Context: an optimization exercise on an open-source flow, tuned for a short achievable clock period and few clock cycles. The choices shown serve that exercise and are no tape-out recipe. Only simulation tests tie the RTL to the original design; equivalence was not proved.

==> inputs of try-willow <==
==> flow/design.v <==
`default_nettype none
package gb_core_pkg;
	typedef logic [7:0] byte_t;	 
	typedef logic [15:0] addr_t;	 
	typedef logic [3:0] flags_t;	 
	typedef logic [2:0] reg_sel_t;	 
	typedef enum logic [2:0] {
		SRC_NONE,
		SRC_REGA,
		SRC_REGB,
		SRC_MDR,
		SRC_PC_L,
		SRC_PC_H
	} alu_src_t;
	typedef enum logic [2:0] {
		DEST_NONE,
		DEST_REG,
		DEST_MDR,
		DEST_MAR_L,
		DEST_MAR_H,
		DEST_MAR_HL,
		DEST_PC_LATCH
	} alu_dest_t;
	typedef enum logic [2:0] {
		ALU_PASS_A,
		ALU_ADD,
		ALU_SUB,
		ALU_AND,
		ALU_OR,
		ALU_XOR,
		ALU_INC
	} alu_op_t;
	typedef enum logic [3:0] {
		FETCH,
		DECODE,
		READ_IMM1,
		READ_IMM2,
		MEM_RD,
		MEM_WR,
		EXEC,
		WRITEBACK,
		HALTED
	} cpu_state_t;
endpackage
`default_nettype wire
`timescale 1ns/100ps
`default_nettype none
module gb_core (
	input logic clk,
	input logic rst,
	input logic load_we,
	input logic [8-1:0] load_addr,
	input gb_core_pkg::byte_t load_data,
	output logic halted,
	output gb_core_pkg::byte_t reg_a,
	output gb_core_pkg::byte_t reg_b,
	output gb_core_pkg::byte_t reg_c,
	output gb_core_pkg::byte_t reg_d,
	output gb_core_pkg::byte_t reg_e,
	output gb_core_pkg::byte_t reg_f,
	output gb_core_pkg::byte_t reg_h,
	output gb_core_pkg::byte_t reg_l
);
	localparam int RL = 5;
	localparam int RA = 6;
	typedef struct packed {
		logic [6:0] src;	 
		logic [6:0] ldi;	 
		logic [6:0] inc;	 
		logic [6:0] ldrr;	 
		logic add, sub, band, bxor, bor;
		logic lda;	 
		logic st;	 
		logic halt;
		logic jp;	 
		logic jp_always;	 
		logic skip2;	 
	} dec_t;
	function automatic logic [9:0] add8(input logic [7:0] a, input logic [7:0] b,
		input logic cin);
		logic [7:0] g, p, g1, p1, g2, p2, g3;
		logic [7:0] c;
		g = a & b;
		p = a ^ b;
		g[0] = g[0] | (p[0] & cin);
		for (int i = 0; i < 8; i++) begin
			g1[i] = (i >= 1) ? (g[i] | (p[i] & g[i - 1])) : g[i];
			p1[i] = (i >= 1) ? (p[i] & p[i - 1]) : p[i];
		end
		for (int i = 0; i < 8; i++) begin
			g2[i] = (i >= 2) ? (g1[i] | (p1[i] & g1[i - 2])) : g1[i];
			p2[i] = (i >= 2) ? (p1[i] & p1[i - 2]) : p1[i];
		end
		for (int i = 0; i < 8; i++)
			g3[i] = (i >= 4) ? (g2[i] | (p2[i] & g2[i - 4])) : g2[i];
		c = {g3[6:0], cin};
		add8 = {g3[7], g3[3], p ^ c};
	endfunction
	function automatic logic [6:0] reg_oh(input logic [2:0] r);
		reg_oh = 7'b0;
		case (r)
			3'd0: reg_oh[0] = 1'b1;
			3'd1: reg_oh[1] = 1'b1;
			3'd2: reg_oh[2] = 1'b1;
			3'd3: reg_oh[3] = 1'b1;
			3'd4: reg_oh[4] = 1'b1;
			3'd5: reg_oh[5] = 1'b1;
			3'd7: reg_oh[6] = 1'b1;
			default: reg_oh = 7'b0;	 
		endcase
	endfunction
	logic [255:0][7:0] mem;
	logic [7:0] pc, pc1, pc2;	 
	logic [3:0][63:0] bsel;
	logic [3:0] xcol;
	logic [63:0] lrow;	 
	logic [3:0] lcol;	 
	logic [7:0] w0;	 
	logic [6:0] src_q;	 
	logic skip_q;	 
	dec_t op;	 
	logic [7:0] w1;	 
	logic [6:0][7:0] rg;
	logic fz, fn, fh, fc;
	logic halt_q;
	logic run;
	assign run = !halt_q;
	logic [63:0] w1_row;	 
	logic [3:0] w1_col;
	logic [3:0][7:0] bk, lb;
	logic [7:0] s2, s3, s4, lmem;
	always_comb begin
		for (int r = 0; r < 64; r++)
			w1_row[r] = (w1[7:2] == 6'(r));
		for (int c = 0; c < 4; c++)
			w1_col[c] = (w1[1:0] == 2'(c));
	end
	always_comb begin
		for (int b = 0; b < 4; b++) begin
			bk[b] = 8'h00;
			lb[b] = 8'h00;
			for (int r = 0; r < 64; r++) begin
				bk[b] = bk[b] | ({8{bsel[b][r]}} & mem[4 * r + b]);
				lb[b] = lb[b] | ({8{lrow[r]}} & mem[4 * r + b]);
			end
		end
		s2 = 8'h00;
		s3 = 8'h00;
		s4 = 8'h00;
		lmem = 8'h00;
		for (int c = 0; c < 4; c++) begin
			s2 = s2 | ({8{xcol[c]}} & bk[c]);
			s3 = s3 | ({8{xcol[c]}} & bk[(c + 1) % 4]);
			s4 = s4 | ({8{xcol[c]}} & bk[(c + 2) % 4]);
			lmem = lmem | ({8{lcol[c]}} & lb[c]);	 
		end
	end
	logic [7:0] ra, rl, sv, alu_r;
	logic [9:0] sum, diff;	 
	logic [7:0] sd;	 
	logic is_alu, any_inc, z_alu, h_alu, c_alu, z_inc, h_inc;
	logic [7:0] carry_z;
	assign ra = rg[RA];
	assign rl = rg[RL];
	always_comb begin
		sv = 8'h00;
		z_inc = 1'b0;
		h_inc = 1'b0;
		for (int i = 0; i < 7; i++) begin
			sv = sv | ({8{op.src[i]}} & rg[i]);
			z_inc = z_inc | (op.inc[i] && rg[i] == 8'hFF);
			h_inc = h_inc | (op.inc[i] && rg[i][3:0] == 4'hF);
		end
	end
	assign sum = add8(ra, sv, 1'b0);
	assign diff = add8(ra, ~sv, 1'b1);	 
	assign is_alu = op.add || op.sub || op.band || op.bxor || op.bor;
	assign any_inc = |op.inc;
	assign carry_z = {ra[6:0] | sv[6:0], 1'b0};
	always_comb begin
		alu_r = ({8{op.add}} & sum[7:0]) | ({8{op.sub}} & diff[7:0]) |
			({8{op.band}} & (ra & sv)) | ({8{op.bxor}} & (ra ^ sv)) |
			({8{op.bor}} & (ra | sv));
		z_alu = (op.add && ((ra ^ sv) == carry_z)) ||
			((op.sub || op.bxor) && ra == sv) ||
			(op.band && (ra & sv) == 8'h00) ||
			(op.bor && (ra | sv) == 8'h00);
		h_alu = (op.add && sum[8]) || (op.sub && !diff[8]) || op.band;
		c_alu = (op.add && sum[9]) || (op.sub && !diff[9]);
	end
	logic [6:0][7:0] rg_n;
	always_comb begin
		for (int i = 0; i < 7; i++) begin
			if (op.ldi[i])
				rg_n[i] = w1;
			else if (op.inc[i])
				rg_n[i] = rg[i] + 8'd1;
			else if (op.ldrr[i])
				rg_n[i] = sv;
			else
				rg_n[i] = rg[i];
		end
		rg_n[RA] = alu_r | ({8{op.lda}} & lmem) | ({8{op.ldi[RA]}} & w1) |
			({8{op.inc[RA]}} & (ra + 8'd1)) | ({8{op.ldrr[RA]}} & sv) |
			({8{!(is_alu || op.lda || op.ldi[RA] || op.inc[RA] || op.ldrr[RA])}} & ra);
	end
	logic [63:0] sv_row, lrow_n;
	logic [3:0] sv_col, lcol_n;
	always_comb begin
		sv_row = 64'd0;
		sv_col = 4'd0;
		for (int i = 0; i < 7; i++) begin
			for (int r = 0; r < 64; r++)
				sv_row[r] = sv_row[r] | (op.src[i] && rg[i][7:2] == 6'(r));
			for (int c = 0; c < 4; c++)
				sv_col[c] = sv_col[c] | (op.src[i] && rg[i][1:0] == 2'(c));
		end
		if (op.ldi[RL]) begin
			lrow_n = w1_row;
			lcol_n = w1_col;
		end else if (op.inc[RL]) begin
			lrow_n = lcol[3] ? {lrow[62:0], lrow[63]} : lrow;
			lcol_n = {lcol[2:0], lcol[3]};
		end else if (op.ldrr[RL]) begin
			lrow_n = sv_row;
			lcol_n = sv_col;
		end else begin
			lrow_n = lrow;
			lcol_n = lcol;
		end
	end
	always_ff @(posedge clk, posedge rst) begin
		if (rst) begin
			rg <= '0;
			lrow <= 64'd1;
			lcol <= 4'd1;
			fz <= 1'b0;
			fn <= 1'b0;
			fh <= 1'b0;
			fc <= 1'b0;
			halt_q <= 1'b0;
		end else begin
			rg <= rg_n;
			lrow <= lrow_n;
			lcol <= lcol_n;
			if (is_alu) begin
				fz <= z_alu;
				fn <= op.sub;
				fh <= h_alu;
				fc <= c_alu;
			end else if (any_inc) begin
				fz <= z_inc;
				fn <= 1'b0;
				fh <= h_inc;
			end
			if (op.halt)
				halt_q <= 1'b1;
		end
	end
	logic st_now;
	assign st_now = op.st;	 
	logic ld_we_q;
	logic [63:0] ld_row_q;
	logic [3:0] ld_col_q;
	logic [7:0] ld_data_q;
	always_ff @(posedge clk) begin
		ld_we_q <= load_we;
		for (int r = 0; r < 64; r++)
			ld_row_q[r] <= (load_addr[7:2] == 6'(r));
		for (int c = 0; c < 4; c++)
			ld_col_q[c] <= (load_addr[1:0] == 2'(c));
		ld_data_q <= load_data;
	end
	always_ff @(posedge clk) begin
		for (int k = 0; k < 256; k++) begin
			if (ld_we_q && ld_row_q[k / 4] && ld_col_q[k % 4])
				mem[k] <= ld_data_q;
			else if (st_now && lrow[k / 4] && lcol[k % 4])
				mem[k] <= sd;
		end
	end
	logic [7:0] f0, f1, nx0, nx1;
	logic jtaken, len2;
	assign jtaken = op.jp && (op.jp_always || !fz);
	assign len2 = (|op.ldi) || op.skip2;
	assign f0 = (st_now && rl == pc1) ? sd : w1;
	assign f1 = (st_now && rl == pc2) ? sd : s2;
	always_ff @(posedge clk) begin
		sd <= rg_n[RA];
	end
	always_comb begin
		if (op.jp) begin
			nx0 = s3;
			nx1 = s4;
		end else if (len2) begin
			nx0 = s2;
			nx1 = s3;
		end else begin
			nx0 = f0;
			nx1 = f1;
		end
	end
	logic [3:0] adv2, adv3;
	assign adv2 = xcol | {xcol[2:0], xcol[3]};
	assign adv3 = adv2 | {xcol[1:0], xcol[3:2]};
	logic pre_q;
	always_ff @(posedge clk, posedge rst) begin
		if (rst)
			pre_q <= 1'b1;
		else
			pre_q <= 1'b0;
	end
	always_ff @(posedge clk, posedge rst) begin
		if (rst) begin
			pc <= 8'hFE;
			pc1 <= 8'hFF;
			pc2 <= 8'h00;
			bsel <= {64'd1, 64'd1, 64'd1, 64'd1};	 
			xcol <= 4'b0001;
		end else if (run && !pre_q) begin
			if (jtaken) begin
				pc <= w1 - 8'd2;
				pc1 <= w1 - 8'd1;
				pc2 <= w1;
				for (int b = 0; b < 4; b++)
					bsel[b] <= (w1[1:0] <= 2'(b)) ? w1_row : {w1_row[62:0], w1_row[63]};
				xcol <= w1_col;
			end else if (op.jp) begin
				pc <= pc + 8'd3;
				pc1 <= pc + 8'd4;
				pc2 <= pc + 8'd5;
				for (int b = 0; b < 4; b++)
					bsel[b] <= adv3[b] ? {bsel[b][62:0], bsel[b][63]} : bsel[b];
				xcol <= {xcol[0], xcol[3:1]};
			end else if (len2) begin
				pc <= pc2;
				pc1 <= pc + 8'd3;
				pc2 <= pc + 8'd4;
				for (int b = 0; b < 4; b++)
					bsel[b] <= adv2[b] ? {bsel[b][62:0], bsel[b][63]} : bsel[b];
				xcol <= {xcol[1:0], xcol[3:2]};
			end else begin
				pc <= pc1;
				pc1 <= pc2;
				pc2 <= pc + 8'd3;
				for (int b = 0; b < 4; b++)
					bsel[b] <= xcol[b] ? {bsel[b][62:0], bsel[b][63]} : bsel[b];
				xcol <= {xcol[2:0], xcol[3]};
			end
		end
	end
	logic [2:0] cd, cs;
	logic c_ldi, c_inc, c_ldrr, k_alu;
	always_comb begin
		cd = w0[5:3];
		cs = w0[2:0];
		c_ldi = (w0[7:6] == 2'b00) && (cs == 3'd6) && (cd != 3'd6);
		c_inc = (w0[7:6] == 2'b00) && (cs == 3'd4) && (cd != 3'd6);
		c_ldrr = (w0[7:6] == 2'b01) && (cd != 3'd6) && (cs != 3'd6);
		k_alu = (w0[7:6] == 2'b10) && (cs != 3'd6);
		op.src = src_q;
		op.ldi = c_ldi ? reg_oh(cd) : 7'b0;
		op.inc = c_inc ? reg_oh(cd) : 7'b0;
		op.ldrr = c_ldrr ? reg_oh(cd) : 7'b0;
		op.add = k_alu && (cd == 3'd0);
		op.sub = k_alu && (cd == 3'd2);
		op.band = k_alu && (cd == 3'd4);
		op.bxor = k_alu && (cd == 3'd5);
		op.bor = k_alu && (cd == 3'd6);
		op.lda = (w0 == 8'h7E);
		op.st = (w0 == 8'h77);
		op.halt = (w0 == 8'h76);
		op.jp = (w0 == 8'hC3) || (w0 == 8'hC2);
		op.jp_always = (w0 == 8'hC3);
		op.skip2 = skip_q;
	end
	function automatic logic [6:0] src_of(input logic [7:0] b);
		logic n;
		n = (b[7:6] == 2'b01 && b[5:3] != 3'd6 && b[2:0] != 3'd6) ||
			(b[7:6] == 2'b10 && b[2:0] != 3'd6);
		src_of = n ? reg_oh(b[2:0]) : 7'b0;
	endfunction
	logic [6:0] src_n;
	always_comb begin
		if (op.jp)
			src_n = src_of(s3);
		else if (len2)
			src_n = src_of(s2);
		else if (st_now && rl == pc1)
			src_n = src_of(sd);
		else
			src_n = src_of(w1);
	end
	always_ff @(posedge clk, posedge rst) begin
		if (rst) begin
			w0 <= 8'h00;
			src_q <= 7'b0;
			skip_q <= 1'b0;
		end else if (!op.halt) begin	 
			if (pre_q || jtaken) begin
				w0 <= 8'h00;
				src_q <= 7'b0;
				skip_q <= 1'b1;
			end else begin
				w0 <= nx0;
				src_q <= src_n;
				skip_q <= 1'b0;
			end
		end
	end
	always_ff @(posedge clk) begin
		if (run)
			w1 <= nx1;
	end
	logic halt_o;
	logic [6:0][7:0] rg_o;
	logic [3:0] f_o;
	always_ff @(posedge clk, posedge rst) begin
		if (rst) begin
			halt_o <= 1'b0;
			rg_o <= '0;
			f_o <= 4'h0;
		end else begin
			halt_o <= halt_q;
			rg_o <= rg;
			f_o <= {fz, fn, fh, fc};
		end
	end
	assign halted = halt_o;
	assign reg_a = rg_o[RA];
	assign reg_b = rg_o[0];
	assign reg_c = rg_o[1];
	assign reg_d = rg_o[2];
	assign reg_e = rg_o[3];
	assign reg_f = {f_o, 4'h0};
	assign reg_h = rg_o[4];
	assign reg_l = rg_o[RL];
endmodule
`default_nettype wire
==> flow/run.sh <==
#!/bin/bash
# synth_recipe.tcl (not shown) runs the flow's synth.tcl, then flattens the netlist and writes it again
# the make line also repeats each setting of config.mk as NAME=value (left out here)
make -C /OpenROAD-flow-scripts/flow DESIGN_CONFIG=/design/flow/config.mk WORK_HOME=/design/flow/orfs CLKGATE_MAP_FILE= SYNTH_SCRIPT=/design/flow/synth_recipe.tcl finish
==> flow/config.mk <==
export PLATFORM = sky130hd
export DESIGN_NAME = gb_core
export DESIGN_NICKNAME = gb_core
export VERILOG_FILES = /design/flow/design.v
export SDC_FILE = /design/flow/constraint.sdc
export NUM_CORES = 4
export LEC_CHECK = 0
export ABC_CLOCK_PERIOD_IN_PS = 2500
export CAP_MARGIN = 20
export CORE_MARGIN = 2
export CORE_UTILIZATION = 18
export PLACE_DENSITY = 0.24
export SETUP_SLACK_MARGIN = 5
export SLEW_MARGIN = 20
==> flow/constraint.sdc <==
create_clock -name core_clock -period 10.0 [get_ports {clk}]
set_input_delay 2.0000 -clock core_clock [delete_from_list [all_inputs] [get_ports {clk}]]
set_output_delay 2.0000 -clock core_clock [all_outputs]
set_load 0.01 [all_outputs]
==> try-maple: changes against try-willow <==
==> flow/flow/run.sh (new file) <==
#!/bin/bash
set -euo pipefail
bash standard.sh SETUP_SLACK_MARGIN=${GB_SETUP_MARGIN:-7.5} > make.log 2>&1
==> flow/standard.sh (new file) <==
#!/bin/bash
# synth_recipe.tcl (not shown) runs the flow's synth.tcl, then flattens the netlist and writes it again
# the make line also repeats each setting of config.mk as NAME=value (left out here)
make -C /OpenROAD-flow-scripts/flow DESIGN_CONFIG=/design/flow/config.mk WORK_HOME=/design/flow/orfs CLKGATE_MAP_FILE= SYNTH_SCRIPT=/design/flow/synth_recipe.tcl "${@:-finish}"
Settings changed: CORE_UTILIZATION 18 to 14, PLACE_DENSITY 0.24 to 0.2, SETUP_SLACK_MARGIN 5 to default.
removed: flow/run.sh
==> out/results.tsv <==
stage	metric	value	unit
run_status	outcome	complete, no violations	
worst_setup_path	worst_r2r_startpoint	mem[101]	
global_route	grt_pass1_vias	137200	
placement	dp.final_hpwl	1269000	um
detailed_routing	via_count	149600	
worst_setup_path	reg2reg_slack	5.97	ns
placement	dpl.cell_count	26370	
worst_setup_path	arrival_time_of_data_at_the_critical_path_endpoint	5.08	ns
global_route	global_route_wire_length_before_repair	2129000	um
power_and_ir_drop	p_per_area	139.2	nW/um^2
[end of results for try-maple]
==> out/results.tsv <==
stage	metric	value	unit
global_route	grt_pass1_vias	128700	
worst_setup_path	worst_r2r_startpoint	lrow[21]	
worst_setup_path	arrival_time_of_data_at_the_critical_path_endpoint	6.13	ns
run_status	outcome	complete, no violations	
placement	dpl.cell_count	23160	
worst_setup_path	reg2reg_slack	4.76	ns
detailed_routing	via_count	143200	
global_route	global_route_wire_length_before_repair	1896000	um
[end of results for try-willow]
Testbench counts of try-willow, summed over its fixed seeds: cycles 34,498.
Testbench counts of try-maple, summed over its fixed seeds: cycles 34,498.

## re-timing with driven ports
The flow's constraints put no driver on any port. The routed layouts listed below were extracted and timed again, unchanged, in two steps.
Step 1 assumes that a clkbuf_16 drives the clock port and a buf_2 every other input.
Step 2 adds t to the input delays and takes it off the output delays; t is the mean of the earliest and latest rising clock arrival at the registers after step 1. Input paths then give back, and output paths get back, about the clock's delay inside the block.
a / b / c = no drivers / after step 1 / after step 2; a / b = the first two.
| run | shift t [ns] | slack for setup (ns) | latest minus earliest clock arrival (ns) |
|---|---|---|---|
| try-willow | 1.244 | 4.765 / 4.765 / 4.765 | 0.095 / 0.095 |
| try-maple | 1.254 | 5.966 / 5.966 / 5.966 | 0.104 / 0.104 |
After both steps setup and hold are still met in every run listed.
